From an optimization exercise on the open Yosys and OpenROAD flow, aimed at small area, a short achievable clock period and few clock cycles per item; shortcuts taken in it are not production practice.
The RTL was checked by simulation tests, not by an equivalence proof against the original design.
Power is estimated from default activity; no workload was simulated.

==> design/flow/design.v <==
package bmhq_pkg;
   localparam int unsigned KEY_W = 32;
   localparam int unsigned CNT_W = 7;
   localparam int unsigned POS_W = 8;
   typedef logic signed [KEY_W-1:0] key_type;
   typedef logic [CNT_W-1:0]        cnt_type;
   typedef logic [POS_W-1:0]        pos_type;
   localparam logic MODE_INSERT = 1'b0;
   localparam logic MODE_REMOVE = 1'b1;
   localparam logic [1:0] ST_DONE  = 2'd0;
   localparam logic [1:0] ST_FULL  = 2'd1;
   localparam logic [1:0] ST_ZERO  = 2'd2;
   localparam logic [1:0] ST_EMPTY = 2'd3;
   localparam cnt_type CAP_RESET = 7'd64;
endpackage
module bmhq_heap_ram #(
   parameter int unsigned DEPTH = 64
) (
   input  logic                            clock,
   input  logic                            ins,
   input  logic                            rem,
   input  bmhq_pkg::key_type               ins_key,
   input  logic [DEPTH-1:0]                empty,     
   output bmhq_pkg::key_type               min_key
);
   logic [DEPTH-1:0][bmhq_pkg::KEY_W-1:0] key_ff;
   logic [DEPTH-1:0]                      ge;         
   for (genvar i = 0; i < DEPTH; i++) begin : g_cell
      assign ge[i] = empty[i] || ({~key_ff[i][bmhq_pkg::KEY_W-1], key_ff[i][bmhq_pkg::KEY_W-2:0]}
                                  >= {~ins_key[bmhq_pkg::KEY_W-1], ins_key[bmhq_pkg::KEY_W-2:0]});
   end
   for (genvar i = 0; i < DEPTH; i++) begin : g_upd
      logic                       take_left;
      logic                       take_key;
      logic [bmhq_pkg::KEY_W-1:0] left_key;
      logic [bmhq_pkg::KEY_W-1:0] right_key;
      if (i == 0) begin : g_first
         assign take_left = 1'b0;
         assign take_key  = ins && ge[i];
         assign left_key  = '0;
      end else begin : g_rest
         assign take_left = ins && ge[i-1];
         assign take_key  = ins && ge[i] && !ge[i-1];
         assign left_key  = key_ff[i-1];
      end
      if (i == DEPTH-1) begin : g_last
         assign right_key = key_ff[i];
      end else begin : g_notlast
         assign right_key = key_ff[i+1];
      end
      always_ff @(posedge clock) begin
         if (rem)            key_ff[i] <= right_key;
         else if (take_left) key_ff[i] <= left_key;
         else if (take_key)  key_ff[i] <= ins_key;
      end
   end
   assign min_key = key_ff[0];
endmodule
module binary_min_heap_queue_core #(
   parameter int unsigned HEAP_DEPTH = 64
) (
   input  logic                 clock,
   input  logic                 reset,
   input  logic                 csr_wr_en,
   input  bmhq_pkg::cnt_type    csr_wr_data,
   input  logic                 req_valid,
   output logic                 req_stall,
   input  logic                 req_mode,
   input  bmhq_pkg::key_type    req_value,
   output logic                 rsp_valid,
   input  logic                 rsp_stall,
   output bmhq_pkg::key_type    rsp_min_value,
   output logic [1:0]           rsp_status,
   output bmhq_pkg::cnt_type    rsp_entry_total,
   output logic                 rsp_queue_empty
);
   localparam bmhq_pkg::cnt_type DEPTH_LIM = bmhq_pkg::CNT_W'((HEAP_DEPTH > 127) ? 127 : HEAP_DEPTH);
   logic              r_v_ff;
   logic              r_mode_ff;
   bmhq_pkg::key_type r_key_ff;
   logic              r_zero_ff;
   bmhq_pkg::cnt_type count_ff;
   bmhq_pkg::cnt_type cap_ff;
   logic              stall_ff;
   logic              o_v_ff, s_v_ff;
   bmhq_pkg::key_type o_min_ff, s_min_ff;
   logic [1:0]        o_st_ff, s_st_ff;
   bmhq_pkg::cnt_type o_tot_ff, s_tot_ff;
   logic              o_emp_ff, s_emp_ff;
   logic              req_fire;
   logic              exec;
   logic              at_limit;
   logic              is_empty;
   logic              do_ins, do_rem;
   bmhq_pkg::cnt_type count_in;
   bmhq_pkg::key_type e_min;
   logic [1:0]        e_st;
   logic              cons;
   logic              r_v_in, o_v_in, s_v_in;
   logic [HEAP_DEPTH-1:0] cell_empty;
   bmhq_pkg::key_type min_key;
   assign req_stall = stall_ff;
   assign req_fire  = req_valid && !stall_ff;
   assign exec      = r_v_ff && !s_v_ff;
   assign cons      = o_v_ff && !rsp_stall;
   assign at_limit  = (count_ff >= cap_ff) || (count_ff >= DEPTH_LIM);
   assign is_empty  = (count_ff == '0);
   assign do_ins    = exec && (r_mode_ff == bmhq_pkg::MODE_INSERT) && !r_zero_ff && !at_limit;
   assign do_rem    = exec && (r_mode_ff == bmhq_pkg::MODE_REMOVE) && !is_empty;
   for (genvar i = 0; i < HEAP_DEPTH; i++) begin : g_emp
      assign cell_empty[i] = (bmhq_pkg::POS_W'(count_ff) <= bmhq_pkg::POS_W'(i));
   end
   bmhq_heap_ram #(
      .DEPTH (HEAP_DEPTH)
   ) u_ram (
      .clock   (clock),
      .ins     (do_ins),
      .rem     (do_rem),
      .ins_key (r_key_ff),
      .empty   (cell_empty),
      .min_key (min_key)
   );
   always_comb begin
      count_in = count_ff;
      if (do_ins) count_in = count_ff + bmhq_pkg::CNT_W'(1);
      if (do_rem) count_in = count_ff - bmhq_pkg::CNT_W'(1);
   end
   always_comb begin
      e_min = '0;
      e_st  = bmhq_pkg::ST_DONE;
      if (r_mode_ff == bmhq_pkg::MODE_INSERT) begin
         if (r_zero_ff)     e_st = bmhq_pkg::ST_ZERO;
         else if (at_limit) e_st = bmhq_pkg::ST_FULL;
      end else begin
         if (is_empty) e_st = bmhq_pkg::ST_EMPTY;
         else          e_min = min_key;
      end
   end
   assign r_v_in = req_fire || (r_v_ff && !exec);
   assign o_v_in = (o_v_ff && !cons) || s_v_ff || exec;
   assign s_v_in = (s_v_ff && !cons) || (exec && o_v_ff && !cons);
   always_ff @(posedge clock) begin
      if (reset) begin
         r_v_ff   <= 1'b0;
         o_v_ff   <= 1'b0;
         s_v_ff   <= 1'b0;
         stall_ff <= 1'b0;
         count_ff <= '0;
         cap_ff   <= bmhq_pkg::CAP_RESET;
      end else begin
         r_v_ff   <= r_v_in;
         o_v_ff   <= o_v_in;
         s_v_ff   <= s_v_in;
         stall_ff <= r_v_in && o_v_in && s_v_in;
         count_ff <= count_in;
         if (csr_wr_en) cap_ff <= csr_wr_data;
      end
   end
   always_ff @(posedge clock) begin
      if (!stall_ff) begin
         r_mode_ff <= req_mode;
         r_key_ff  <= req_value;
         r_zero_ff <= (req_value == '0);
      end
   end
   always_ff @(posedge clock) begin
      if (!o_v_ff || cons) begin
         if (s_v_ff) begin
            o_min_ff <= s_min_ff;
            o_st_ff  <= s_st_ff;
            o_tot_ff <= s_tot_ff;
            o_emp_ff <= s_emp_ff;
         end else begin
            o_min_ff <= e_min;
            o_st_ff  <= e_st;
            o_tot_ff <= count_in;
            o_emp_ff <= (count_in == '0);
         end
      end
      if (!s_v_ff) begin
         s_min_ff <= e_min;
         s_st_ff  <= e_st;
         s_tot_ff <= count_in;
         s_emp_ff <= (count_in == '0);
      end
   end
   assign rsp_valid       = o_v_ff;
   assign rsp_min_value   = o_min_ff;
   assign rsp_status      = o_st_ff;
   assign rsp_entry_total = o_tot_ff;
   assign rsp_queue_empty = o_emp_ff;
endmodule
==> design/flow/run.sh <==
#!/bin/bash
# synth_recipe.tcl (not shown) runs the flow's synth.tcl, then flattens the netlist and writes it again
# the make line also repeats each setting of config.mk as NAME=value (left out here)
make -C /OpenROAD-flow-scripts/flow DESIGN_CONFIG=/design/flow/config.mk WORK_HOME=/design/flow/orfs CLKGATE_MAP_FILE= SYNTH_SCRIPT=/design/flow/synth_recipe.tcl finish
==> design/flow/config.mk <==
export PLATFORM = sky130hd
export DESIGN_NAME = binary_min_heap_queue_core
export DESIGN_NICKNAME = binary_min_heap_queue_core
export VERILOG_FILES = /design/flow/design.v
export SDC_FILE = /design/flow/constraint.sdc
export NUM_CORES = 4
export LEC_CHECK = 0
export CAP_MARGIN = 20
export CORE_MARGIN = 2
export CORE_UTILIZATION = 30
export PLACE_DENSITY = 0.5
export SLEW_MARGIN = 20
==> design/flow/constraint.sdc <==
create_clock -name core_clock -period 10.0 [get_ports {clock}]
set_input_delay 2.0000 -clock core_clock [delete_from_list [all_inputs] [get_ports {clock}]]
set_output_delay 2.0000 -clock core_clock [all_outputs]
set_load 0.01 [all_outputs]
==> notes.md <==
-- per-layer routing --
layer	routed length, µm	part of all wire, %	GRT usage [%]
met1	276000	40	36.5
met2	291000	42	40.2
met3	81000	12	7.47
met4	47200	6.8	16.1
met5	297	0.043	0
-- cell type report --
class,count,area (µm²)
diodes,41,103
multi-input cells,10399,75100
fillers,48239,316000
flip-flops and latches,2184,65000
clock inverters,136,1060
clock buffers,348,7400
well taps,6400,8010
inverters,223,912
repair buffers,489,4310
-- cells in the mapped netlist, types with 14 or more instances --
master / n / area [µm²]
edfxtp_1: 2124 / 63800
ha_1: 2059 / 25800
a21oi_1: 1710 / 8560
o21ai_0: 1086 / 5440
nand2_1: 911 / 3420
nor2_1: 848 / 3180
a22oi_1: 736 / 5530
clkbuf_1: 602 / 2260
o22ai_1: 555 / 3470
nand4_1: 289 / 1810
nor3_1: 279 / 1400
a21o_1: 226 / 1700
inv_1: 222 / 833
buf_2: 210 / 1050
a211oi_1: 186 / 1400
mux2i_1: 166 / 1660
o31ai_1: 158 / 1190
a221o_1: 146 / 1460
nand3_1: 132 / 661
buf_1: 98 / 368
o211ai_1: 78 / 586
and4_1: 76 / 666
dfxtp_1: 60 / 1200
nor2b_1: 60 / 375
a2111oi_0: 55 / 482
nand2b_1: 48 / 300
nor4_1: 48 / 300
a31oi_1: 44 / 275
o221a_2: 41 / 462
a221oi_1: 37 / 324
o21ai_1: 36 / 180
a22o_1: 34 / 298
mux2_2: 33 / 372
a32o_1: 29 / 290
o21a_1: 26 / 195
and3_1: 22 / 138
a211o_1: 18 / 158
o221ai_1: 17 / 149
or3_1: 17 / 106
nor3b_1: 16 / 120
o311ai_0: 14 / 123
or4_1: 14 / 105
-- logic make-up after synthesis --
kind of cell	after synthesis	synth area share (%)
compound gates	5329	23.1
simple gates	2808	9.00
flops	2184	45.3
fa+ha+maj	2059	17.9
buf+inv	1149	3.25
mux	199	1.42
xor+xnor	4	0.0244
-- sequential cells by signal, summed over array words and instances (netlist names), 2 cells and up --
| register | flops |
|---|---|
| o_tot_ff | 7 |
| o_min_ff | 32 |
| cap_ff | 7 |
| o_st_ff | 2 |
| s_tot_ff | 7 |
| s_min_ff | 32 |
| count_ff | 7 |
| r_key_ff | 32 |
| s_st_ff | 2 |
| u_ram.key_ff | 2048 |
-- report_power, final --
part	total (W)	internal [W]	switching (W)
Clock	0.00997	0.00551	0.00446
Sequential	0.0128	0.0115	0.00131
Combinational	0.00613	0.00198	0.00415
-- how the worst max path moves through the flow --
stage | start | end | slack (ps) | depth (start not counted)
2_1_floorplan | r_key_ff[18]$_DFFE_PN_ | u_ram.key_ff[1984]$_DFFE_PP_ | 3950 | 10
3_3_place_gp | count_ff[0]$_SDFF_PP0_ | u_ram.key_ff[1926]$_DFFE_PP_ | 4140 | 12
3_5_place_dp | count_ff[0]$_SDFF_PP0_ | u_ram.key_ff[1927]$_DFFE_PP_ | 4090 | 12
4_1_cts | count_ff[0]$_SDFF_PP0_ | u_ram.key_ff[1931]$_DFFE_PP_ | 4050 | 12
5_1_grt | count_ff[0]$_SDFF_PP0_ | u_ram.key_ff[1921]$_DFFE_PP_ | 3730 | 12
6_report | count_ff[0]$_SDFF_PP0_ | u_ram.key_ff[1931]$_DFFE_PP_ | 3920 | 12
-- per-stage QoR --
stage	hold slack, ps	util (%)	power, W
after floorplan	423	-	0.0158
after global placement	449	32.1	0.0187
after detailed placement	456	32.1	0.0188
after CTS	471	33.8	0.0287
after global routing	501	33.9	0.0297
final	477	33.9	0.0289
-- critical path, stage by stage, from the launching register on --
cell and delay [ps]:
dfxtp_1 650, inv_1 250, ha_1 340, nand2b_4 120
a2111oi_4 60, nor4_1 750, or3_4 800, buf_4 610
nor4_1 170, a22oi_2 170, buf_4 550, nand3_1 740
buf_4 480
==> impl_results.md <==
- Status: complete, no violations
- RR Endpoint: u_ram.key_ff[1931]$_DFFE_PP_
- Hold path startpoint: s_tot_ff[0]$_DFF_P_
- GR Util All Layers: 27.6%
- Share of cells above drive strength 1: between 7 and 8%
- Final ANT Viol Nets: 0
- Core area: about 480,000 µm²
- IO Pins: between 80 and 90
- Root buf cell: clkbuf_16
- Post-synth EDFFs: around 2,100
- Vias in the first global route: around 120k
- Postcts setup bufs: 0
- Wirelength, routed: between 600,000 and 700,000 µm
- Power Dens Cells: about 180 nW/µm²
- Post-synthesis sequential area ratio: a little under half
- Worst Hold End: s_tot_ff[0]$_DFF_P_
- Async set-reset flop share out of synthesis: 0%
- HP Class: reg -> reg
- Largest net degree at the start of global routing: 198
- Inst Count DP: just under 20,000
- Total congestion overflow: 0
- Post-synth cell types: between 80 and 90
- Seq cells post-synth: 2,184
- Worst-margin pin slew: approximately 1300 ps
- H-Tree Depth: 5
- Syn Inst Count: between 10,000 and 15,000
- FF-to-FF setup slack: just under 4000 ps
- Max VDD drop: between 100 and 150 µV
- CP Class: reg -> reg
- Slew HR: 14.1%
- # nets final: 15,677
- First-pass GRT wire length: 947,000 µm
- Crit end category: flop
- Crit share post-route: 60.8%
- Vias per inst: 6.31
- Worst EP arrival: between 6000 and 7000 ps
- Post-Syn Area: roughly 140,000 µm²
- Clock skew: 63.9 ps
- Synthesized area per cell: roughly 10 µm²
- Crit path launch type: flop
- Initial core utilization: a little under a third
- R2R depth: 12
- Crit Path Max Fanout: 66
- Worst-Skew Late Latency: 990 ps
- Hold Fails Final Rpt: 0
- Clock sinks: between 2,000 and 2,500
- Final setup viols: 0
- Post-DP HPWL: between 400,000 and 500,000 µm
- CTS Hold Buffers Added: 0
- Initial antenna violation count: 79
- Setup slack after placement: about 4000 ps
- Leak pwr: 59.8 nW
- # resized after CTS: 0
- Detailed Routing Iterations Pass 1: 8
- WL per Instance: 34.4 µm
- DRT iter0 DRCs: around 19,000
- Synth Flop Type: edfxtp_1
- Clock period minus worst slack: between 6000 and 7000 ps
- Via count: between 100k and 150k
- Vert. Die Dim: between 600 and 700 µm
- Commonest non-fill, non-tap cell in the layout: edfxtp_1
- Final WS setup: 3920 ps
- CP required: 10,680 ps
- Net count after synthesis: about 16,000
- Dpl cell area: approximately 150,000 µm²
- Pins Over Slew Limit: 0
- Worst r2r src: count_ff[0]$_SDFF_PP0_
- CTS tree: yes
- Row cnt: between 200 and 300
- Worst-path clk slew: ~60 ps
- Cts bufs inserted: approximately 280
- Post-route DRC: 0
- Unrepaired setup endpoints after global routing: no
- Area delta synth->final: 12.7%
- Maxcap violations: 0
- Fin area: between 150,000 and 200,000 µm²
- Hold path depth: 2
- GP Congestion: between 0.9 and 1
- Non-Filler Instances: 20,220
- TNS Setup: 0 ps
- Most frequent cells in the layout: edfxtp_1, ha_1, a21oi_1
- Die Width: between 600 and 700 µm
- Die Area: between 400,000 and 500,000 µm²
- Fmax: 165 MHz
- # port buffers: about 90
- CTS Buffer Depth: 4
- YS warnings: 2
Testbench counts, summed over its fixed seeds: cycles 6,416, items 6,400.

[re-timing with driven ports]
How much do the figures lean on ideal ports? The routed layout below was timed once more, with nothing changed but the port constraints.
Step 1, drivers: a clkbuf_16 drives clock and a buf_2 each remaining input, both assumed.
Step 2, shift: input delay + t, output delay - t, t = (earliest + latest rising clock arrival at the registers) / 2. This alone moves slack from input paths to output paths.
a / b / c = ideal ports / drivers / drivers and shift; a / b = the first two.
t (ns): 1.082
slack for setup (ns): 3.924 / 3.924 / 3.924
worst data-port slew with drivers (ns): 0.13
cell pins on the clock port's net: 1
After both steps setup and hold are still met in this run. The setup slack of this run moves by 0.000 ns with the drivers and by 0.000 ns with both steps.
